What follows belongs to an exercise in optimizing a design on an open flow for small area and a short achievable clock period; a production flow would make more cautious choices. At most, simulation tests tie the RTL to the original design; equivalence was not proved. No activity file was given, so power comes from the tool's default toggle rates.

==> inputs of branch willow <==
## wasm_ctrl_top
module wasm_ctrl_top (
    input  logic                      clk,
    input  logic                      rst_n,
    input  logic [addr_w-1:0]         read_pointer,
    input  logic [window_bytes*8-1:0] window,
    output logic [7:0]                advance,
    output logic                      jump_en,
    output logic [addr_w-1:0]         jump_addr,
    output logic [11:0]               stack_ctrl,  
    output logic [31:0]               imm,
    output logic                      call_en,
    output logic [24:0]               call_frame,  
    output logic                      ret_en,
    output logic                      finish,
    output logic                      instr_error
);
clock: 8.0 ns
lec_check: 0
abc_area: 1
cap_margin: 20
core_margin: 2
core_utilization: 60
cts_buf_list: sky130_fd_sc_hd__clkbuf_8
cts_cluster_diameter: 50
cts_cluster_size: 12
setup_slack_margin: 2.5
slew_margin: 20
standard.sh (not shown) runs the stock make flow with config.mk's settings and CLKGATE_MAP_FILE= SYNTH_SCRIPT=/design/flow/synth_recipe.tcl, a recipe that flattens the netlist after the stock synthesis.
==> flow/flow/run.sh <==
#!/bin/bash
set -euo pipefail
export BUFFER_PORTS_ARGS="-buffer_cell sky130_fd_sc_hd__buf_2"
bash standard.sh > standard_flow.log 2>&1
==> branch violet: changes against branch willow <==
--- a/flow/design.v
+++ b/flow/design.v
@@ -101,23 +101,11 @@
     always_ff @(posedge clk) begin
         if (wr_en) begin
             mem[wr_idx] <= wr_data;
         end
     end
-    logic [width-1:0] grp [func_max/4];
-    always_comb begin
-        rd_data = '0;
-        for (int g = 0; g < func_max / 4; g++) begin
-            case (rd_idx[1:0])
-                2'd0:    grp[g] = mem[4*g];
-                2'd1:    grp[g] = mem[4*g+1];
-                2'd2:    grp[g] = mem[4*g+2];
-                default: grp[g] = mem[4*g+3];
-            endcase
-            rd_data = rd_data | (grp[g] & {width{rd_idx[3:2] == 2'(g)}});
-        end
-    end
+    assign rd_data = mem[rd_idx];
 endmodule
 `timescale 1ns/1ns
 import wasm_pkg::*;
 module opcode_decode (
     input  logic [7:0]            opcode,
@@ -197,25 +185,11 @@
     always_ff @(posedge clk) begin
         if (push) begin
             stk[depth[ret_ptr_w-2:0]] <= push_addr;
         end
     end
-    logic [ret_ptr_w-2:0] top;
-    logic [addr_w-1:0]    half [2];
-    assign top = (ret_ptr_w-1)'(depth - 1'b1);
-    always_comb begin
-        top_addr = '0;
-        for (int h = 0; h < 2; h++) begin
-            case (top[1:0])
-                2'd0:    half[h] = stk[4*h];
-                2'd1:    half[h] = stk[4*h+1];
-                2'd2:    half[h] = stk[4*h+2];
-                default: half[h] = stk[4*h+3];
-            endcase
-            top_addr = top_addr | (half[h] & {addr_w{top[2] == 1'(h)}});
-        end
-    end
+    assign top_addr   = stk[(ret_ptr_w-1)'(depth - 1'b1)];
     assign last_frame = (depth == ret_ptr_w'(1));  
 endmodule
 `timescale 1ns/1ns
 import wasm_pkg::*;
 module wasm_ctrl_top (
@@ -272,12 +246,16 @@
     assign imm = {d1234 ? window[43:40] : 4'd0,
                   d123  ? window[38:32] : 7'd0,
                   d12   ? window[30:24] : 7'd0,
                   d1    ? window[22:16] : 7'd0,
                   window[14:8]};
-    logic [11:0] leb_end;  
-    assign leb_end = read_pointer + hd_val + {9'd0, hd_cnt};
+    logic [11:0] cnt12, csa_s, csa_k, leb_end;
+    assign cnt12   = {9'd0, hd_cnt};
+    assign csa_s   = read_pointer ^ hd_val ^ cnt12;
+    assign csa_k   = {(read_pointer[10:0] & hd_val[10:0]) | (read_pointer[10:0] & cnt12[10:0]) |
+                      (hd_val[10:0] & cnt12[10:0]), 1'b0};
+    assign leb_end = csa_s + csa_k;
     logic [7:0] opcode;
     assign opcode = b0;
     logic       op_is_call, op_is_end, op_is_unr, op_has_leb;
     wasm_pkg::stack_ctrl_t dec_ctrl;
     assign op_is_call = (opcode == op_call);
CORE_UTILIZATION = 40   (was 60)
CTS_BUF_LIST = sky130_fd_sc_hd__clkbuf_4 sky130_fd_sc_hd__clkbuf_8   (was sky130_fd_sc_hd__clkbuf_8)
CTS_CLUSTER_DIAMETER = default   (was 50)
CTS_CLUSTER_SIZE = default   (was 12)
==> branch lagoon: changes against branch willow <==
--- a/flow/design.v
+++ b/flow/design.v
@@ -101,23 +101,11 @@
     always_ff @(posedge clk) begin
         if (wr_en) begin
             mem[wr_idx] <= wr_data;
         end
     end
-    logic [width-1:0] grp [func_max/4];
-    always_comb begin
-        rd_data = '0;
-        for (int g = 0; g < func_max / 4; g++) begin
-            case (rd_idx[1:0])
-                2'd0:    grp[g] = mem[4*g];
-                2'd1:    grp[g] = mem[4*g+1];
-                2'd2:    grp[g] = mem[4*g+2];
-                default: grp[g] = mem[4*g+3];
-            endcase
-            rd_data = rd_data | (grp[g] & {width{rd_idx[3:2] == 2'(g)}});
-        end
-    end
+    assign rd_data = mem[rd_idx];
 endmodule
 `timescale 1ns/1ns
 import wasm_pkg::*;
 module opcode_decode (
     input  logic [7:0]            opcode,
@@ -197,25 +185,11 @@
     always_ff @(posedge clk) begin
         if (push) begin
             stk[depth[ret_ptr_w-2:0]] <= push_addr;
         end
     end
-    logic [ret_ptr_w-2:0] top;
-    logic [addr_w-1:0]    half [2];
-    assign top = (ret_ptr_w-1)'(depth - 1'b1);
-    always_comb begin
-        top_addr = '0;
-        for (int h = 0; h < 2; h++) begin
-            case (top[1:0])
-                2'd0:    half[h] = stk[4*h];
-                2'd1:    half[h] = stk[4*h+1];
-                2'd2:    half[h] = stk[4*h+2];
-                default: half[h] = stk[4*h+3];
-            endcase
-            top_addr = top_addr | (half[h] & {addr_w{top[2] == 1'(h)}});
-        end
-    end
+    assign top_addr   = stk[(ret_ptr_w-1)'(depth - 1'b1)];
     assign last_frame = (depth == ret_ptr_w'(1));  
 endmodule
 `timescale 1ns/1ns
 import wasm_pkg::*;
 module wasm_ctrl_top (
@@ -272,12 +246,16 @@
     assign imm = {d1234 ? window[43:40] : 4'd0,
                   d123  ? window[38:32] : 7'd0,
                   d12   ? window[30:24] : 7'd0,
                   d1    ? window[22:16] : 7'd0,
                   window[14:8]};
-    logic [11:0] leb_end;  
-    assign leb_end = read_pointer + hd_val + {9'd0, hd_cnt};
+    logic [11:0] cnt12, csa_s, csa_k, leb_end;
+    assign cnt12   = {9'd0, hd_cnt};
+    assign csa_s   = read_pointer ^ hd_val ^ cnt12;
+    assign csa_k   = {(read_pointer[10:0] & hd_val[10:0]) | (read_pointer[10:0] & cnt12[10:0]) |
+                      (hd_val[10:0] & cnt12[10:0]), 1'b0};
+    assign leb_end = csa_s + csa_k;
     logic [7:0] opcode;
     assign opcode = b0;
     logic       op_is_call, op_is_end, op_is_unr, op_has_leb;
     wasm_pkg::stack_ctrl_t dec_ctrl;
     assign op_is_call = (opcode == op_call);
CORE_UTILIZATION = 40   (was 60)
CTS_BUF_LIST = default   (was sky130_fd_sc_hd__clkbuf_8)
CTS_CLUSTER_DIAMETER = default   (was 50)
CTS_CLUSTER_SIZE = default   (was 12)
SETUP_SLACK_MARGIN = 3.0   (was 2.5)
==> comparison table <==
Power after layout: branch lagoon 0.00954 W; branch willow 0.00748 W; branch violet 0.00888 W
Maximum level of the CTS H-tree: branch lagoon 2; branch willow 2; branch violet 3
Cell variety after synth: branch lagoon 55; branch willow 59; branch violet 55
Multi-input logic area: branch lagoon 9550 um2; branch willow 8710 um2; branch violet 9050 um2
DIE AREA: branch lagoon 69,000 um2; branch willow 45,100 um2; branch violet 69,000 um2
Leakage: branch lagoon 12.9 nW; branch willow 11.9 nW; branch violet 12.2 nW
Minimum clock period: branch lagoon 5620 ps; branch willow 5650 ps; branch violet 5570 ps
Post-CTS repair timing setup buffer count: branch lagoon 65; branch willow 37; branch violet 14
Run status: branch lagoon timing/DRC/antenna clean; branch willow timing/DRC/antenna clean; branch violet timing/DRC/antenna clean
Capturing instance or port of the critical path: branch lagoon call_frame[10]; branch willow jump_addr[9]; branch violet jump_addr[9]
Min-delay src: branch lagoon s_size_s; branch willow s_size_c; branch violet s_size_t
Final core utilization: branch lagoon 0.498; branch willow 0.697; branch violet 0.471
Part of the power in combinational logic: branch lagoon 0.358; branch willow 0.291; branch violet 0.323
Dpl cells: branch lagoon 3,589; branch willow 3,215; branch violet 3,590
Layout clock buffer count: branch lagoon 66; branch willow 56; branch violet 109
Wire length on met1: branch lagoon 35,900 um; branch willow 31,500 um; branch violet 33,800 um
Sequential cell fraction of total power: branch lagoon 0.376; branch willow 0.482; branch violet 0.404
Part of the Yosys area used for sequential elements: branch lagoon 0.623; branch willow 0.639; branch violet 0.623
Fraction of synthesized cell area in xor and xnor cells: branch lagoon 0.0117; branch willow 0.00974; branch violet 0.0117
Count of inverters other than clock inverters in the layout: branch lagoon 211; branch willow 223; branch violet 209
Length of routed met3 wiring: branch lagoon 7800 um; branch willow 7530 um; branch violet 5970 um
Fraction of the mapped netlist area in compound gates: branch lagoon 0.0628; branch willow 0.0735; branch violet 0.0628
Synthesized area per cell: branch lagoon 10.1 um2; branch willow 10.3 um2; branch violet 10.1 um2
Function not checked in branch violet and branch lagoon: the RTL went through the layout flow alone.

[static timing again, ports no longer ideal]
How much do the figures lean on ideal ports? The routed layouts below were timed once more, with nothing changed but the port constraints. Step 1 (the two cells are an assumption about what drives the block):
set clk [get_ports {clk}]
set_driving_cell -lib_cell sky130_fd_sc_hd__clkbuf_16 $clk
set_driving_cell -lib_cell sky130_fd_sc_hd__buf_2 [delete_from_list [all_inputs] $clk]
Step 2 moves the port delays by t, midway between the first and last clock arrival at a register: inputs arrive t later, outputs are due t later. That takes back most of the time a late clock gives input paths. Slacks: ideal / step 1 / step 2; pairs: ideal / step 1.
run | t, ns | setup WS [ns] | worst hold slack (ns) | worst slew at a driven data input, ns
branch willow | 0.714 | 2.354 / 2.302 / 2.302 | 0.386 / 0.386 / 0.386 | 0.06
branch violet | 0.732 | 2.429 / 2.369 / 2.369 | 0.383 / 0.383 / 0.383 | 0.12
branch lagoon | 0.671 | 2.381 / 2.315 / 2.315 | 0.377 / 0.377 / 0.377 | 0.16
After both steps setup and hold are still met in every run listed. The setup slack of branch lagoon, which loses most, moves by -0.066 ns with the drivers and by -0.066 ns with both steps.
